What follows belongs to an exercise in optimizing a design on an open flow for small area and few clock cycles per item; a production flow would make more cautious choices.
In this exercise RTL edits were held to simulation tests only and were not proved equivalent to the original.
Power figures rest on the tool's default switching activity, not on a simulated workload.

--- flow/design.v ---
module boardRenderer (
    input  logic       clock,
    input  logic       reset,
    input  logic       trigger,
    input  logic [3:0] redX,
    input  logic [3:0] redY,
    input  logic [3:0] blueX,
    input  logic [3:0] blueY,
    output logic [9:0] x,
    output logic [8:0] y,
    output logic [2:0] colour,
    output logic       plotEnable,
    output logic       busy
);
    logic         clearing;      
    logic         pending;       
    logic         running;       
    logic [8:0]   tile;          
    logic [3:0]   dy;            
    logic [3:0]   dx;            
    logic [7:0]   redTile;
    logic [7:0]   blueTile;
    logic [1:0]   tileColour;    
    logic [513:0] ring;
    logic         plotting;
    logic         accept;
    logic         rowEnd;
    logic         tileEnd;
    logic         first;
    logic         wrap;
    logic         isRed;
    logic         isBlue;
    logic [1:0]   head;
    logic [1:0]   store;
    assign rowEnd  = dx[3] & dx[0];                               
    assign tileEnd = rowEnd & dy[3] & dy[0];                      
    assign first   = dx == 4'd0 && dy == 4'd0;
    assign wrap    = (tileEnd & tile[8])
                   | (!running & tile[1] & dy[2] & !dy[1] & dy[0] & dx[2] & dx[1] & dx[0]);
    assign plotting = running & !tile[8];
    assign busy     = clearing | pending | plotting;
    assign accept   = trigger & !busy;
    assign head   = ring[1:0];
    assign isRed  = tile[7:0] == redTile;
    assign isBlue = tile[7:0] == blueTile;
    always_comb begin
        store = head;
        if (clearing) begin
            store = 2'b00;
        end else if (running && first && (isRed || isBlue)) begin
            store = {isRed, isBlue};
        end
    end
    always_ff @(posedge clock) begin
        ring <= {store, ring[513:2]};
    end
    always_ff @(posedge clock) begin
        if (first) begin
            tileColour <= store;
        end
    end
    always_ff @(posedge clock) begin
        if (reset) begin
            clearing <= 1'b1;
            pending  <= 1'b0;
            running  <= 1'b0;
            tile     <= '0;
            dy       <= '0;
            dx       <= '0;
        end else begin
            if (wrap) begin
                clearing <= 1'b0;
                running  <= pending | accept;
                pending  <= 1'b0;
                tile     <= '0;
                dy       <= '0;
                dx       <= '0;
            end else begin
                if (accept) begin
                    pending <= 1'b1;
                end
                if (!rowEnd) begin
                    dx <= dx + 1'b1;
                end else begin
                    dx <= '0;
                    if (!tileEnd) begin
                        dy <= dy + 1'b1;
                    end else begin
                        dy   <= '0;
                        tile <= tile + 1'b1;
                    end
                end
            end
        end
    end
    always_ff @(posedge clock) begin
        if (accept) begin
            redTile  <= {redY, redX};
            blueTile <= {blueY, blueX};
        end
    end
    logic [1:0] shown;
    assign shown = first ? store : tileColour;
    assign x          = {7'(tile[3:0]) + {tile[3:0], 2'b00} + 7'(dx[3:1]), dx[0]};
    assign y          = 9'({7'(tile[7:4]) + {1'b0, tile[7:4], 2'b00} + 7'(dy[3:1]), dy[0]});
    assign colour     = {shown[1], shown[1] & shown[0], shown[0]};
    assign plotEnable = plotting;
endmodule
--- flow/flow/run.sh ---
#!/bin/bash
# The standard layout (standard.sh, standard synthesis included) with two changes:
# - the port buffers are sky130_fd_sc_hd__buf_1 cells (the smallest buffer);
# - clock tree synthesis uses clkbuf_8 only, sink clusters of up to 20 within
#   60 um, and no dummy loads.
# standard.sh's full output goes to standard.log; ORFS keeps each step's log
# under orfs/logs/.
set -euo pipefail
export BUFFER_PORTS_ARGS="-buffer_cell sky130_fd_sc_hd__buf_1"
export CTS_ARGS="-sink_clustering_enable -repair_clock_nets -sink_clustering_size 20 -sink_clustering_max_diameter 60 -buf_list sky130_fd_sc_hd__clkbuf_8 -dont_use_dummy_load"
bash standard.sh > standard.log 2>&1
--- flow/standard.sh ---
#!/bin/bash
# synth_recipe.tcl (not shown) runs the flow's synth.tcl, then flattens the netlist and writes it again
# the make line also repeats each setting of config.mk as NAME=value (left out here)
make -C /OpenROAD-flow-scripts/flow DESIGN_CONFIG=/design/flow/config.mk WORK_HOME=/design/flow/orfs CLKGATE_MAP_FILE= SYNTH_SCRIPT=/design/flow/synth_recipe.tcl "${@:-finish}"
--- flow/config.mk ---
export PLATFORM = sky130hd
export DESIGN_NAME = boardRenderer
export DESIGN_NICKNAME = boardRenderer
export VERILOG_FILES = /design/flow/design.v
export SDC_FILE = /design/flow/constraint.sdc
export NUM_CORES = 4
export LEC_CHECK = 0
export CAP_MARGIN = 20
export CORE_MARGIN = 2
export CORE_UTILIZATION = 70
export SLEW_MARGIN = 20
--- flow/constraint.sdc ---
create_clock -name core_clock -period 6.0 [get_ports {clock}]
set_input_delay 1.2000 -clock core_clock [delete_from_list [all_inputs] [get_ports {clock}]]
set_output_delay 1.2000 -clock core_clock [all_outputs]
set_load 0.01 [all_outputs]
==> results.py, run 1 <==
metrics = {
    "worst_setup_path": {
        "crit_buf_inv": 3,
        "path_cells": "inv_1 -> fa_1 -> inv_1 -> fa_1 -> a21o_1 -> a21oi_1 -> xnor2_1 -> buf_1",
        "arrival_ns": 2.98,
        "crit_path_end_kind": "output port",
        "path_delay_family": "adder cells",
        "critPathSlowestCell": "fa_1",
        "crit_required_ns": 4.80,
        "crit_type": "flop to output port",
        "crit_fanout": 8,
        "start_kind": "flop",
        "cpPeakStageDelay_ns": 0.56,
    },
    "placed_design": {
        "dp.cells": 984,
        "gp_congestion": 0.8125,
        "numPortBuffers": 39,
        "dpl.hpwl_um": 9514,
        "placed_area_um2": 12820,
    },
    "grt": {
        "grt_pass1_vias": 4766,
        "grt.met1_usage_pct": 25.23,
        "grt_start_max_net_pins": 21,
        "grt_first_pass_wirelength_um": 24570,
        "antenna_found_initial": 0,
        "grt-ovfl-total": 0,
        "track_usage_pct": 17.01,
        "grt-busiest-layer": "met2",
        "met2_usage_pct": 25.73,
        "groute.layer.met3.usage_pct": 3.201,
    },
    "clock_network": {
        "post_cts_buffers": 0,
        "ctsResizeCount": 0,
        "cts_tree": "built",
        "ctsHtreeMaxLevel": 1,
        "clkLatencyLatePin_ns": 0.59,
        "cts.reportedPaths.clkPinSlew_ns": 0.12,
        "numCtsBuffers": 31,
        "clock_path_buffers": 3,
        "postCtsHoldBufs": 0,
        "cts_num_sinks": 552,
        "cts_root_buf": "clkbuf_8",
    },
    "floorplan": {
        "initial_core_util_pct": 71.85,
        "core_um2": 17360,
        "dieArea_um2": 18900,
        "core.rowCount": 48,
        "die_x_um": 137.5,
        "die_h_um": 137.5,
        "io_pins": 43,
    },
    "synth": {
        "yosysTopAreaCell": "dfxtp_1",
        "synth_mux_area_share_pct": 0.08026,
        "synth_xor_area_share_pct": 2.247,
        "ys_ff_latch": 552,
        "ys_types": 37,
        "synth_compound_area_share_pct": 1.164,
        "synth_flop_cell": "dfxtp_1",
        "syn-cell-area_um2": 12470,
        "synthCells": 732,
        "yosys_warnings": 1,
        "synth_top_area_share_pct": 86.04,
        "synth_sequential_area_ratio_pct": 89.90,
        "synth_most_common_cell": "dfxtp_1",
        "synth_area_leaders": "dfxtp_1 86%, edfxtp_1 3.9%, ha_1 1.9%",
        "ys_top_cells_by_count": "536 x dfxtp_1, 27 x xnor2_1, 22 x nor2_1",
        "avgSynthCellArea_um2": 17.04,
        "synth_top_family_by_area": "simple AND/OR/NAND/NOR gates",
        "async_reset_ff_share_pct": 0,
        "synth-adder-area-share_pct": 2.548,
        "synthSimpleGateAreaFrac_pct": 2.829,
        "synth_edf_count": 16,
    },
    "sta": {
        "final-max-slew-violation-count": 0,
        "fin_crit_sh_pct": 69.61,
        "finalSetupViolCount": 0,
        "fin_crit_ns": 4.177,
        "final.setup.tns_ns": 0,
        "relSlewSlack_pct": 54.11,
        "worst_pin_slew_ns": 0.6883,
        "rsz0062_at_grt": "no",
        "max_freq_mhz": 239.4,
        "hold_violations": 0,
        "clock_skew_ns": 0.05732,
    },
    "finish": {
        "multi_input_area_um2": 1117,
        "nets": 834,
        "antennaDiodeCount": 0,
        "fillerInstances": 887,
        "stdcell_count": 1015,
        "fin_area_um2": 13250,
        "drive_gt1_share_pct": 4.557,
        "area_growth_pct": 6.251,
        "seq_area_um2": 11210,
    },
    "pwr": {
        "ir_worst_vdd_v": 0.0002768,
        "p_leak_nw": 5.252,
        "p_per_area_nw_per_um2": 385.1,
    },
    "detailed_routing": {
        "vias": 4695,
        "drtAntennaViolNets": 0,
        "wirelength_um": 15490,
        "drc": 0,
        "via_per_inst": 4.626,
        "routedWlPerCell_um": 15.26,
        "first_pass_iters": 4,
        "drtIter0Drc": 170,
    },
    "outcome": {
        "status": "complete, no violations",
    },
    "run": {
        "cap_violations": 0,
    },
    "worst_hold_path": {
        "hp-class": "flop to flop",
    },
}
==> final cells by class <==
| type | count | area share (%) |
|---|---|---|
| Tap cell | 225 | 2.125 |
| Sequential cell | 552 | 84.61 |
| Inverter | 16 | 0.4533 |
| Timing Repair Buffer | 40 | 1.161 |
| Clock buffer | 31 | 3.220 |
| Multi-Input combinational cell | 151 | 8.432 |
==> metrics by stage <==
stage | util (%) | hold slack (ns) | power (mW) | setup WS (ns)
after global routing | 76.34 | 0.3102 | 5.241 | 1.603
after global placement | 73.88 | 0.3113 | 3.784 | 2.505
final | 76.34 | 0.3003 | 5.103 | 1.823
after detailed placement | 73.88 | 0.3121 | 3.785 | 2.433
after floorplan | - | 0.3096 | 3.778 | 2.638
after CTS | 76.34 | 0.3148 | 5.130 | 1.778
==> report_power, final <==
group          switching, mW  internal, mW
combinational         0.0113       0.00677
clock                  0.937         0.465
sequential           0.00265          3.68
==> layout by cell type (no fill, tap or decap), types with 2 or more instances in the layout <==
cell        n
edfxtp_1   16
a21oi_1     9
dfxtp_1   536
xor2_1      5
nor2_1     22
or2_2       2
fa_1        4
nand4_1     7
buf_1      39
o21ai_1     2
nor2b_1     5
clkbuf_8   31
conb_1      3
nand3_1     7
xnor2_1    27
nor3b_1     2
a21o_1      5
o31ai_1     2
o21a_1      2
nand2_1     8
inv_1      16
or3_1       4
ha_1       19
nor3_1      5
and2_1      2
==> registers in the layout, indices dropped and copies added, names as in the netlist <==
signal      count
blueTile        8
clearing        1
dx              4
dy              4
pending         1
redTile         8
ring          514
running         1
tile            9
tileColour      2
==> logic make-up (layout without fill, tap and decap cells) <==
logic type / after synthesis / count (layout)
AND/OR/NAND/NOR: 69 / 69
AO/OA/AOI/OAI: 23 / 23
other: 1 / 3
flip-flops: 552 / 552
buffers and inverters: 31 / 87
multiplexers: 1 / 1
adder cells (fa/ha/maj): 23 / 23
XOR/XNOR: 32 / 32
==> per-layer routing <==
metal	share of wire [%]	wire [um]
met2	42	6580
met3	3.8	596
met1	51	7859
met5	0	0
met4	2.9	456
==> worst paths after layout <==
| kind | startpoint | to | slack, ns | cells past startpoint |
|---|---|---|---|---|
| min reg2reg | ring[173] | ring[171] | 0.30 | 0 |
| max | tile[0] | x[6] | 1.82 | 8 |
| min | ring[173] | ring[171] | 0.30 | 0 |
| max reg2reg | dx[0] | tileColour[1] | 4.00 | 7 |
==> worst register-to-register path: stages (launching register included) <==
cell	delay (ns)
dfxtp_1	0.41
inv_1	0.11
ha_1	0.14
nor2b_1	0.20
nand4_1	0.20
or3_1	0.44
and2_1	0.19
o21ai_0	0.23
Testbench counts, summed over its fixed seeds: cycles 6,579,184, passes 256.
==> inputs of run 2 (changes only) <==
==> flow/flow/run.sh (replaced) <==
#!/bin/bash
# The standard layout (standard.sh, standard synthesis included) with two changes:
# - the port buffers are sky130_fd_sc_hd__buf_1 cells (the smallest buffer);
# - clock tree synthesis uses clkbuf_4 only, sink clusters of up to 12 within
#   40 um, and no dummy loads.
# standard.sh's full output goes to standard.log; ORFS keeps each step's log
# under orfs/logs/.
set -euo pipefail
export BUFFER_PORTS_ARGS="-buffer_cell sky130_fd_sc_hd__buf_1"
export CTS_ARGS="-sink_clustering_enable -repair_clock_nets -sink_clustering_size 12 -sink_clustering_max_diameter 40 -buf_list sky130_fd_sc_hd__clkbuf_4 -dont_use_dummy_load"
bash standard.sh > standard.log 2>&1
==> results.py, run 2 <==
metrics = {
    "clock_network": {
        "postCtsHoldBufs": 0,
        "clock_path_buffers": 3,
        "ctsResizeCount": 0,
        "cts_tree": "built",
        "ctsHtreeMaxLevel": 2,
        "post_cts_buffers": 0,
        "numCtsBuffers": 54,
        "cts_root_buf": "clkbuf_4",
        "cts.reportedPaths.clkPinSlew_ns": 0.10,
        "cts_num_sinks": 552,
        "clkLatencyLatePin_ns": 0.69,
    },
    "worst_setup_path": {
        "critPathSlowestCell": "fa_1",
        "worstRegToRegCells": 7,
        "crit_fanout": 8,
        "crit_buf_inv": 3,
        "r2r_start": "dx[0]",
        "cpPeakStageDelay_ns": 0.55,
        "crit_required_ns": 4.80,
        "timing.rr.end": "tileColour[1]",
        "path_delay_family": "adder cells",
        "endpoint": "x[6]",
        "arrival_ns": 3.03,
        "crit_path_end_kind": "output port",
        "crit_type": "flop to output port",
        "crit_path_start": "tile[0]",
        "path_cells": "inv_1 -> fa_1 -> inv_1 -> fa_1 -> a21o_1 -> a21oi_1 -> xnor2_1 -> buf_1",
        "start_kind": "flop",
        "r2r_slack_ns": 3.99,
        "cp_num_cells": 8,
    },
    "pwr": {
        "finalPower_mw": 5.072,
        "switching_share_pct": 19.11,
        "net-switching-power_mw": 0.9692,
        "clock_power_share_pct": 27.0,
        "p_leak_nw": 5.278,
        "power_frac_comb_pct": 0.4,
        "p_per_area_nw_per_um2": 383.3,
        "internal_power_mw": 4.102,
        "ir_worst_vdd_v": 0.0002641,
        "power_frac_seq_pct": 72.6,
    },
    "synth": {
        "yosys_warnings": 1,
        "synth_most_common_cell": "dfxtp_1",
        "synth_area_leaders": "dfxtp_1 86%, edfxtp_1 3.9%, ha_1 1.9%",
        "synth_edf_count": 16,
        "synth_sequential_area_ratio_pct": 89.90,
        "syn-cell-area_um2": 12470,
        "ys_ff_latch": 552,
        "ys_types": 37,
        "ys_top_cells_by_count": "536 x dfxtp_1, 27 x xnor2_1, 22 x nor2_1",
        "synth_flop_cell": "dfxtp_1",
        "avgSynthCellArea_um2": 17.04,
        "synth_top_area_share_pct": 86.04,
        "yosysTopAreaCell": "dfxtp_1",
        "async_reset_ff_share_pct": 0,
        "synthCells": 732,
    },
    "run": {
        "cap_violations": 0,
    },
    "sta": {
        "hold_violations": 0,
        "max_freq_mhz": 236.3,
        "fin_crit_ns": 4.231,
        "finalSetupViolCount": 0,
        "fin_hold_ws_ns": 0.2564,
        "final-max-slew-violation-count": 0,
        "worst_pin_slew_ns": 0.6967,
        "clock_skew_ns": 0.07448,
        "fin_ws_ns": 1.769,
        "relSlewSlack_pct": 53.55,
        "fin_crit_sh_pct": 70.52,
        "rsz0062_at_grt": "no",
        "final.setup.tns_ns": 0,
    },
    "placed_design": {
        "dpl.hpwl_um": 9514,
        "placed_area_um2": 12820,
        "dp_slack_ns": 2.433,
        "gp_congestion": 0.8125,
        "numPortBuffers": 39,
    },
    "grt": {
        "grt_first_pass_wirelength_um": 25430,
        "groute.layer.met3.usage_pct": 4.047,
        "antenna_found_initial": 1,
        "track_usage_pct": 17.89,
        "grt.met1_usage_pct": 25.41,
        "grt_pass1_vias": 5005,
        "grt-ovfl-total": 0,
        "met2_usage_pct": 26.15,
        "grt_start_max_net_pins": 18,
        "grt-busiest-layer": "met2",
    },
    "floorplan": {
        "dieArea_um2": 18900,
        "core_um2": 17360,
        "core.rowCount": 48,
        "initial_core_util_pct": 71.85,
        "io_pins": 43,
        "die_h_um": 137.5,
        "die_x_um": 137.5,
    },
    "finish": {
        "layout_common_cells": "536 x dfxtp_1, 54 x clkbuf_4, 39 x buf_1, 27 x xnor2_1, 22 x nor2_1",
        "fillerInstances": 941,
        "nets": 857,
        "fin_area_um2": 13230,
        "drive_gt1_share_pct": 7.257,
        "final_common_cell": "dfxtp_1",
        "largestRegisters": "ring x514, tile x9",
        "area_growth_pct": 6.100,
        "largest_register_ffs": 514,
        "top_register": "ring",
    },
    "detailed_routing": {
        "first_pass_iters": 7,
        "via_per_inst": 4.682,
        "vias": 4865,
        "drc": 0,
        "routedWlPerCell_um": 15.15,
        "wirelength_um": 15740,
        "drtAntennaViolNets": 0,
        "drtIter0Drc": 180,
    },
    "worst_hold_path": {
        "hp-class": "flop to flop",
        "min_from": "ring[482]",
    },
    "outcome": {
        "status": "complete, no violations",
    },
}
run 2: cell counts after synthesis:
Identical to the previous run, type by type.
run 2: kinds of logic after synthesis:
| logic type | synth area share (%) |
|---|---|
| multiplexers | 0.08027 |
| buffers and inverters | 1.204 |
| XOR/XNOR | 2.247 |
| adder cells (fa/ha/maj) | 2.548 |
| AND/OR/NAND/NOR | 2.829 |
| AO/OA/AOI/OAI | 1.164 |
| other | 0.03007 |
| flip-flops | 89.90 |
run 2: power by group through the flow:
stage                     registers, mW  logic (mW)  clock network, mW
after floorplan                    3.77      0.0120                  0
after global placement             3.77      0.0174                  0
after detailed placement           3.77      0.0175                  0
after CTS                          3.68      0.0181               1.42
after global routing               3.69      0.0206               1.54
final                              3.68      0.0181               1.37
run 2: final cells by class:
cell class | count | area, um^2 | share of cell area, %
antenna | 1 | 2.502 | 0.01891
inverter | 16 | 60.06 | 0.4539
timing repair buffer | 40 | 153.9 | 1.163
clock buffer | 54 | 405.4 | 3.064
multi-input combinational | 151 | 1117 | 8.444
sequential | 552 | 11210 | 84.73
tap | 225 | 281.5 | 2.128
run 2: metrics by stage:
stage / util (%) / std cells
floorplan: - / 734
global placement: 73.88 / 984
detailed placement: 73.88 / 984
CTS: 76.22 / 1038
global route: 76.23 / 1039
finish: 76.23 / 1039
run 2: worst register-to-register path: stages (launching register included):
cell,delay [ns]
dfxtp_1,0.40
inv_1,0.11
ha_1,0.14
nor2b_1,0.21
nand4_1,0.20
or3_1,0.44
and2_1,0.18
o21ai_0,0.23
run 2: routing by layer:
layer | share of wire (%) | up-vias
li1 | - | 2454
met1 | 49 | 2263
met2 | 43 | 110
met3 | 4.5 | 38
met4 | 2.9 | 0
met5 | 0 | -
run 2: worst min-delay path by stage:
stage | cells past startpoint | endpoint | slack (ns)
final | 0 | ring[480] | 0.26
after global routing | 0 | ring[480] | 0.25
after CTS | 0 | ring[480] | 0.26
after detailed placement | 0 | ring[425] | 0.31
after global placement | 0 | ring[353] | 0.31
after floorplan | 0 | ring[0] | 0.31
==> inputs of run 3 (changes only) <==
--- a/flow/design.v
+++ b/flow/design.v
@@ -38,3 +38,3 @@
     assign wrap    = (tileEnd & tile[8])
-                   | (!running & tile[1] & dy[2] & !dy[1] & dy[0] & dx[2] & dx[1] & dx[0]);
+                   | (!running & tile[1] & dy[2] & !dy[1] & dy[0] & dx[2] & dx[1] & !dx[0]);
     assign plotting = running & !tile[8];
==> results.py, run 3 <==
metrics = {
    "finish": {
        "largest_register_ffs": 514,
        "layout_common_cells": "536 x dfxtp_1, 54 x clkbuf_4, 39 x buf_1, 27 x xnor2_1, 22 x nor2_1",
        "final_common_cell": "dfxtp_1",
        "largestRegisters": "ring x514, tile x9",
        "drive_gt1_share_pct": 7.540,
        "fin_area_um2": 13240,
        "fillerInstances": 954,
        "area_growth_pct": 6.096,
        "top_register": "ring",
        "nets": 853,
    },
    "detailed_routing": {
        "drtIter0Drc": 182,
        "first_pass_iters": 4,
        "wl_met1_um": 7668,
        "drtAntennaViolNets": 0,
        "routedWlPerCell_um": 15.02,
        "wirelength_um": 15550,
        "drc": 0,
        "wl_met3_um": 846,
        "vias": 4830,
        "wl_met2_um": 6622,
        "top_layer": "met4",
        "via_per_inst": 4.667,
    },
    "pwr": {
        "ir_worst_vdd_v": 0.0002590,
        "p_per_area_nw_per_um2": 383.0,
        "p_leak_nw": 5.292,
        "finalPower_mw": 5.071,
    },
    "synth": {
        "yosys_warnings": 1,
        "synth_area_leaders": "dfxtp_1 86%, edfxtp_1 3.9%, ha_1 1.9%",
        "synth_top_area_share_pct": 85.99,
        "ys_top_cells_by_count": "536 x dfxtp_1, 27 x xnor2_1, 22 x nor2_1",
        "ys_types": 40,
        "synth_sequential_area_ratio_pct": 89.84,
        "synth_flop_cell": "dfxtp_1",
        "synth_most_common_cell": "dfxtp_1",
        "yosysTopAreaCell": "dfxtp_1",
        "async_reset_ff_share_pct": 0,
        "avgSynthCellArea_um2": 17.24,
        "synth_edf_count": 16,
        "syn-cell-area_um2": 12480,
        "ys_ff_latch": 552,
        "synthCells": 724,
    },
    "sta": {
        "fin_ws_ns": 1.819,
        "fin_crit_sh_pct": 69.68,
        "max_freq_mhz": 239.2,
        "hold_violations": 0,
        "fin_crit_ns": 4.181,
        "worst_pin_slew_ns": 0.7390,
        "final.setup.tns_ns": 0,
        "rsz0062_at_grt": "no",
        "clock_skew_ns": 0.09336,
        "relSlewSlack_pct": 50.73,
        "finalSetupViolCount": 0,
        "fin_hold_ws_ns": 0.2949,
        "final-max-slew-violation-count": 0,
    },
    "floorplan": {
        "core.rowCount": 48,
        "die_x_um": 137.5,
        "core_um2": 17360,
        "die_h_um": 137.5,
        "dieArea_um2": 18910,
        "initial_core_util_pct": 71.89,
        "io_pins": 43,
    },
    "clock_network": {
        "clock_path_buffers": 3,
        "cts_tree": "built",
        "ctsResizeCount": 0,
        "cts_root_buf": "clkbuf_4",
        "numCtsBuffers": 54,
        "post_cts_buffers": 0,
        "postCtsHoldBufs": 0,
        "cts_num_sinks": 552,
        "cts.reportedPaths.clkPinSlew_ns": 0.11,
        "ctsHtreeMaxLevel": 2,
        "clkLatencyLatePin_ns": 0.67,
    },
    "worst_hold_path": {
        "holdPathStages": 0,
        "min_from": "ring[151]",
        "hp-class": "flop to flop",
    },
    "worst_setup_path": {
        "r2r_start": "tile[1]",
        "path_cells": "inv_1 -> fa_1 -> inv_1 -> fa_1 -> a21o_1 -> a21oi_1 -> xnor2_1 -> buf_1",
        "cp_num_cells": 8,
        "crit_type": "flop to output port",
        "cpPeakStageDelay_ns": 0.55,
        "worstRegToRegCells": 5,
        "critPathSlowestCell": "fa_1",
        "crit_required_ns": 4.80,
        "crit_buf_inv": 3,
        "path_delay_family": "adder cells",
        "crit_path_start": "tile[4]",
        "arrival_ns": 2.98,
        "crit_path_end_kind": "output port",
        "start_kind": "flop",
        "crit_fanout": 6,
    },
    "run": {
        "cap_violations": 0,
    },
    "grt": {
        "antenna_found_initial": 1,
        "grt_first_pass_wirelength_um": 25050,
        "track_usage_pct": 17.52,
        "grt_start_max_net_pins": 18,
        "grt_pass1_vias": 4962,
        "grt-ovfl-total": 0,
    },
    "placed_design": {
        "dp_slack_ns": 2.460,
        "gp_congestion": 0.8229,
        "numPortBuffers": 39,
        "placed_area_um2": 12830,
        "dpl.hpwl_um": 9491,
    },
    "outcome": {
        "status": "complete, no violations",
    },
}
==> run 3: cell count changes in the layout (fill, tap and decap cells not counted), moves of 2 or more <==
cell,delta
o31ai_2,+2
nor3_1,-3
or2_2,-2
nand4_1,-2
nand3_1,-2
o21ai_1,-2
nor2b_1,-2
==> run 3: logic make-up after synthesis <==
group	count (synthesis)	share of synthesized area (%)
DFF	552	89.84
and+or+nand+nor	64	2.697
xor gates and xnor gates	32	2.246
buffers and inverters	27	1.203
AOI/OAI and AO/OA	24	1.354
adders and majority gates	23	2.547
other	1	0.03005
muxes	1	0.08022
==> run 3: power by group <==
part	internal, mW	switching, mW
combinational	0.00695	0.0126
sequential	3.68	0.00282
clock	0.415	0.953
total	4.10	0.968
==> run 3: routing by layer <==
metal	track usage, %	vias up
li1	-	2449
met1	25.30	2227
met2	25.54	112
met3	4.305	42
met4	7.617	0
met5	0	-
==> run 3: worst paths after layout <==
path | end | slack (ns)
min reg2reg | ring[149] | 0.29
max | y[6] | 1.82
max reg2reg | dx[2] | 3.82
min | ring[149] | 0.29
==> run 3: stage by stage <==
stage                     std cells  utilization [%]
after global placement          980            73.93
after CTS                      1034            76.26
final                          1035            76.28
after floorplan                 726                -
after global routing           1035            76.28
after detailed placement        980            73.93
==> run 3: final cells by class <==
class / count / area, um^2 / share of cell area [%]
inverters: 16 / 60.06 / 0.4536
repair buffers: 40 / 153.9 / 1.162
well taps: 225 / 281.5 / 2.126
multi-input cells: 147 / 1125 / 8.496
flip-flops and latches: 552 / 11210 / 84.68
clock buffers: 54 / 405.4 / 3.062
diodes: 1 / 2.502 / 0.01890
Testbench counts of run 3, summed over its fixed seeds: cycles 6,579,184, passes 256.
==> inputs of run 4 (changes only) <==
==> flow/flow/run.sh (replaced) <==
#!/bin/bash
# The standard layout (standard.sh, standard synthesis included) with two changes:
# - the port buffers are sky130_fd_sc_hd__buf_1 cells (the smallest buffer);
# - clock tree synthesis uses clkbuf_4 only, sink clusters of up to 10 within
#   35 um, and no dummy loads.
# standard.sh's full output goes to standard.log; ORFS keeps each step's log
# under orfs/logs/.
set -euo pipefail
export BUFFER_PORTS_ARGS="-buffer_cell sky130_fd_sc_hd__buf_1"
export CTS_ARGS="-sink_clustering_enable -repair_clock_nets -sink_clustering_size 10 -sink_clustering_max_diameter 35 -buf_list sky130_fd_sc_hd__clkbuf_4 -dont_use_dummy_load"
bash standard.sh > standard.log 2>&1
==> results.py, run 4 <==
metrics = {
    "grt": {
        "met2_usage_pct": 25.62,
        "grt_start_max_net_pins": 18,
        "grt-ovfl-total": 0,
        "track_usage_pct": 17.95,
        "grt_pass1_vias": 5086,
        "groute.layer.met3.usage_pct": 5.335,
        "antenna_found_initial": 1,
        "grt.met1_usage_pct": 25.17,
        "grt_first_pass_wirelength_um": 25290,
        "grt-busiest-layer": "met2",
    },
    "detailed_routing": {
        "drtAntennaViolNets": 0,
        "wirelength_um": 15780,
        "routedWlPerCell_um": 15.06,
        "via_per_inst": 4.651,
        "first_pass_iters": 4,
        "drtIter0Drc": 184,
        "drc": 0,
        "vias": 4874,
    },
    "sta": {
        "rsz0062_at_grt": "no",
        "finalSetupViolCount": 0,
        "final.setup.tns_ns": 0,
        "clock_skew_ns": 0.06546,
        "worst_pin_slew_ns": 0.7395,
        "final-max-slew-violation-count": 0,
        "hold_violations": 0,
        "max_freq_mhz": 241.4,
        "fin_ws_ns": 1.857,
        "fin_crit_ns": 4.143,
        "relSlewSlack_pct": 50.70,
        "fin_crit_sh_pct": 69.05,
    },
    "finish": {
        "top_register": "ring",
        "area_growth_pct": 6.878,
        "drive_gt1_share_pct": 9.002,
        "stdcell_count": 1048,
        "final_common_cell": "dfxtp_1",
        "nets": 866,
        "layout_common_cells": "536 x dfxtp_1, 67 x clkbuf_4, 39 x buf_1, 27 x xnor2_1, 22 x nor2_1",
        "largest_register_ffs": 514,
        "utilization_pct": 76.84,
        "largestRegisters": "ring x514, tile x9",
    },
    "pwr": {
        "p_per_area_nw_per_um2": 390.5,
        "p_leak_nw": 5.352,
        "ir_worst_vdd_v": 0.0003097,
    },
    "synth": {
        "synth_edf_count": 16,
        "async_reset_ff_share_pct": 0,
        "yosysTopAreaCell": "dfxtp_1",
        "yosys_warnings": 1,
        "ys_types": 40,
        "synth_area_leaders": "dfxtp_1 86%, edfxtp_1 3.9%, ha_1 1.9%",
        "ys_ff_latch": 552,
        "synth_top_area_share_pct": 85.99,
        "synth_sequential_area_ratio_pct": 89.84,
        "syn-cell-area_um2": 12480,
        "ys_top_cells_by_count": "536 x dfxtp_1, 27 x xnor2_1, 22 x nor2_1",
        "avgSynthCellArea_um2": 17.24,
        "synth_flop_cell": "dfxtp_1",
        "synthCells": 724,
        "synth_most_common_cell": "dfxtp_1",
    },
    "worst_setup_path": {
        "worstRegToRegCells": 5,
        "r2r_slack_ns": 3.85,
        "crit_type": "flop to output port",
        "crit_fanout": 6,
        "endpoint": "y[6]",
        "timing.rr.end": "dx[2]",
        "arrival_ns": 2.94,
        "crit_path_start": "tile[4]",
        "crit_required_ns": 4.80,
        "r2r_start": "tile[1]",
        "crit_path_end_kind": "output port",
        "start_kind": "flop",
    },
    "placed_design": {
        "numPortBuffers": 39,
        "dp.cells": 980,
        "dpl.hpwl_um": 9491,
        "gp_congestion": 0.8229,
        "dp_slack_ns": 2.460,
    },
    "floorplan": {
        "dieArea_um2": 18910,
        "core_um2": 17360,
        "die_x_um": 137.5,
        "io_pins": 43,
        "die_h_um": 137.5,
        "core.rowCount": 48,
        "initial_core_util_pct": 71.89,
    },
    "clock_network": {
        "cts_tree": "built",
        "numCtsBuffers": 67,
        "clock_path_buffers": 3,
        "postCtsHoldBufs": 0,
        "post_cts_buffers": 0,
        "cts_num_sinks": 552,
        "cts.reportedPaths.clkPinSlew_ns": 0.10,
        "ctsResizeCount": 0,
        "cts_root_buf": "clkbuf_4",
        "ctsHtreeMaxLevel": 3,
        "clkLatencyLatePin_ns": 0.64,
    },
    "run": {
        "cap_violations": 0,
    },
    "worst_hold_path": {
        "hp-class": "flop to flop",
    },
    "outcome": {
        "status": "complete, no violations",
    },
}
-- run 4: area by class of cell --
class	count	area (um^2)
antenna	1	2.502
fill	938	4020
clock buffer	67	503.0
timing repair buffer	40	153.9
tap	225	281.5
inverter	16	60.06
multi-input combinational	147	1125
sequential	552	11210
-- run 4: layer usage --
layer / part of all wire (%) / wire (um)
met4: 2.9 / 462
met1: 49 / 7804
met3: 5.0 / 794
met2: 43 / 6722
met5: 0 / 0
-- run 4: worst min-delay path by stage --
stage,from,end,slack (ns),cells after the start
6_report,ring[422],ring[420],0.31,0
5_1_grt,ring[7],ring[5],0.31,0
4_1_cts,ring[7],ring[5],0.31,0
3_5_place_dp,ring[3],ring[1],0.31,0
3_3_place_gp,ring[415],ring[413],0.31,0
2_1_floorplan,ring[2],ring[0],0.31,0
-- run 4: cell families after synthesis --
family | share of synthesized area, %
AO/OA/AOI/OAI | 1.354
AND/OR/NAND/NOR | 2.697
multiplexers | 0.08022
buffers and inverters | 1.203
XOR/XNOR | 2.246
flip-flops | 89.84
other | 0.03005
adder cells (fa/ha/maj) | 2.547
-- run 4: worst max-delay path, stage by stage, from the launching register on --
cell and delay (ns):
dfxtp_1 0.46, inv_1 0.13, fa_1 0.55, inv_1 0.07, fa_1 0.46, a21o_1 0.19
a21oi_1 0.19, xnor2_1 0.13, buf_1 0.16
-- run 4: metrics by stage --
stage | area (um^2) | hold WS, ns | power, mW
detailed placement | 12830 | 0.3121 | 3.786
CTS | 13330 | 0.3106 | 5.270
floorplan | 12490 | 0.3096 | 3.781
global placement | 12830 | 0.3127 | 3.787
finish | 13340 | 0.3062 | 5.208
global route | 13340 | 0.3120 | 5.387
-- run 4: report_power, final --
part | total [mW] | internal [mW] | leakage [nW] | switching (mW)
registers | 3.68 | 3.68 | 4.46 | 0.00287
logic | 0.0195 | 0.00694 | 0.585 | 0.0126
clock network | 1.51 | 0.518 | 0.308 | 0.989
total | 5.21 | 4.20 | 5.35 | 1.00

[re-timing with driven ports]
Ports are ideal in the flow. The routed layouts listed here were re-timed in OpenROAD.
Step 1 sets driving cells, clkbuf_16 on the clock port and buf_2 on the other inputs (assumed; they add their load-dependent delay and slew).
Step 2 also shifts input and output timing later by t, the mid clock arrival at the registers, as if the neighbouring blocks saw the same clock.
Slacks: ideal ports / drivers / drivers and shift; pairs: ideal ports / drivers.
run	shift t [ns]	setup slack, ns	worst hold slack (ns)	clock arrival spread, ns	worst data-port slew with drivers (ns)
run 1	0.601	1.823 / 1.787 / 2.388	0.300 / 0.300 / 0.300	0.059 / 0.059	0.04
run 2	0.690	1.769 / 1.730 / 2.420	0.256 / 0.256 / 0.256	0.077 / 0.077	0.04
run 3	0.662	1.819 / 1.781 / 2.443	0.295 / 0.295 / 0.295	0.095 / 0.095	0.05
run 4	0.655	1.857 / 1.819 / 2.474	0.306 / 0.306 / 0.306	0.087 / 0.087	0.05
After both steps every run listed still meets setup and hold.
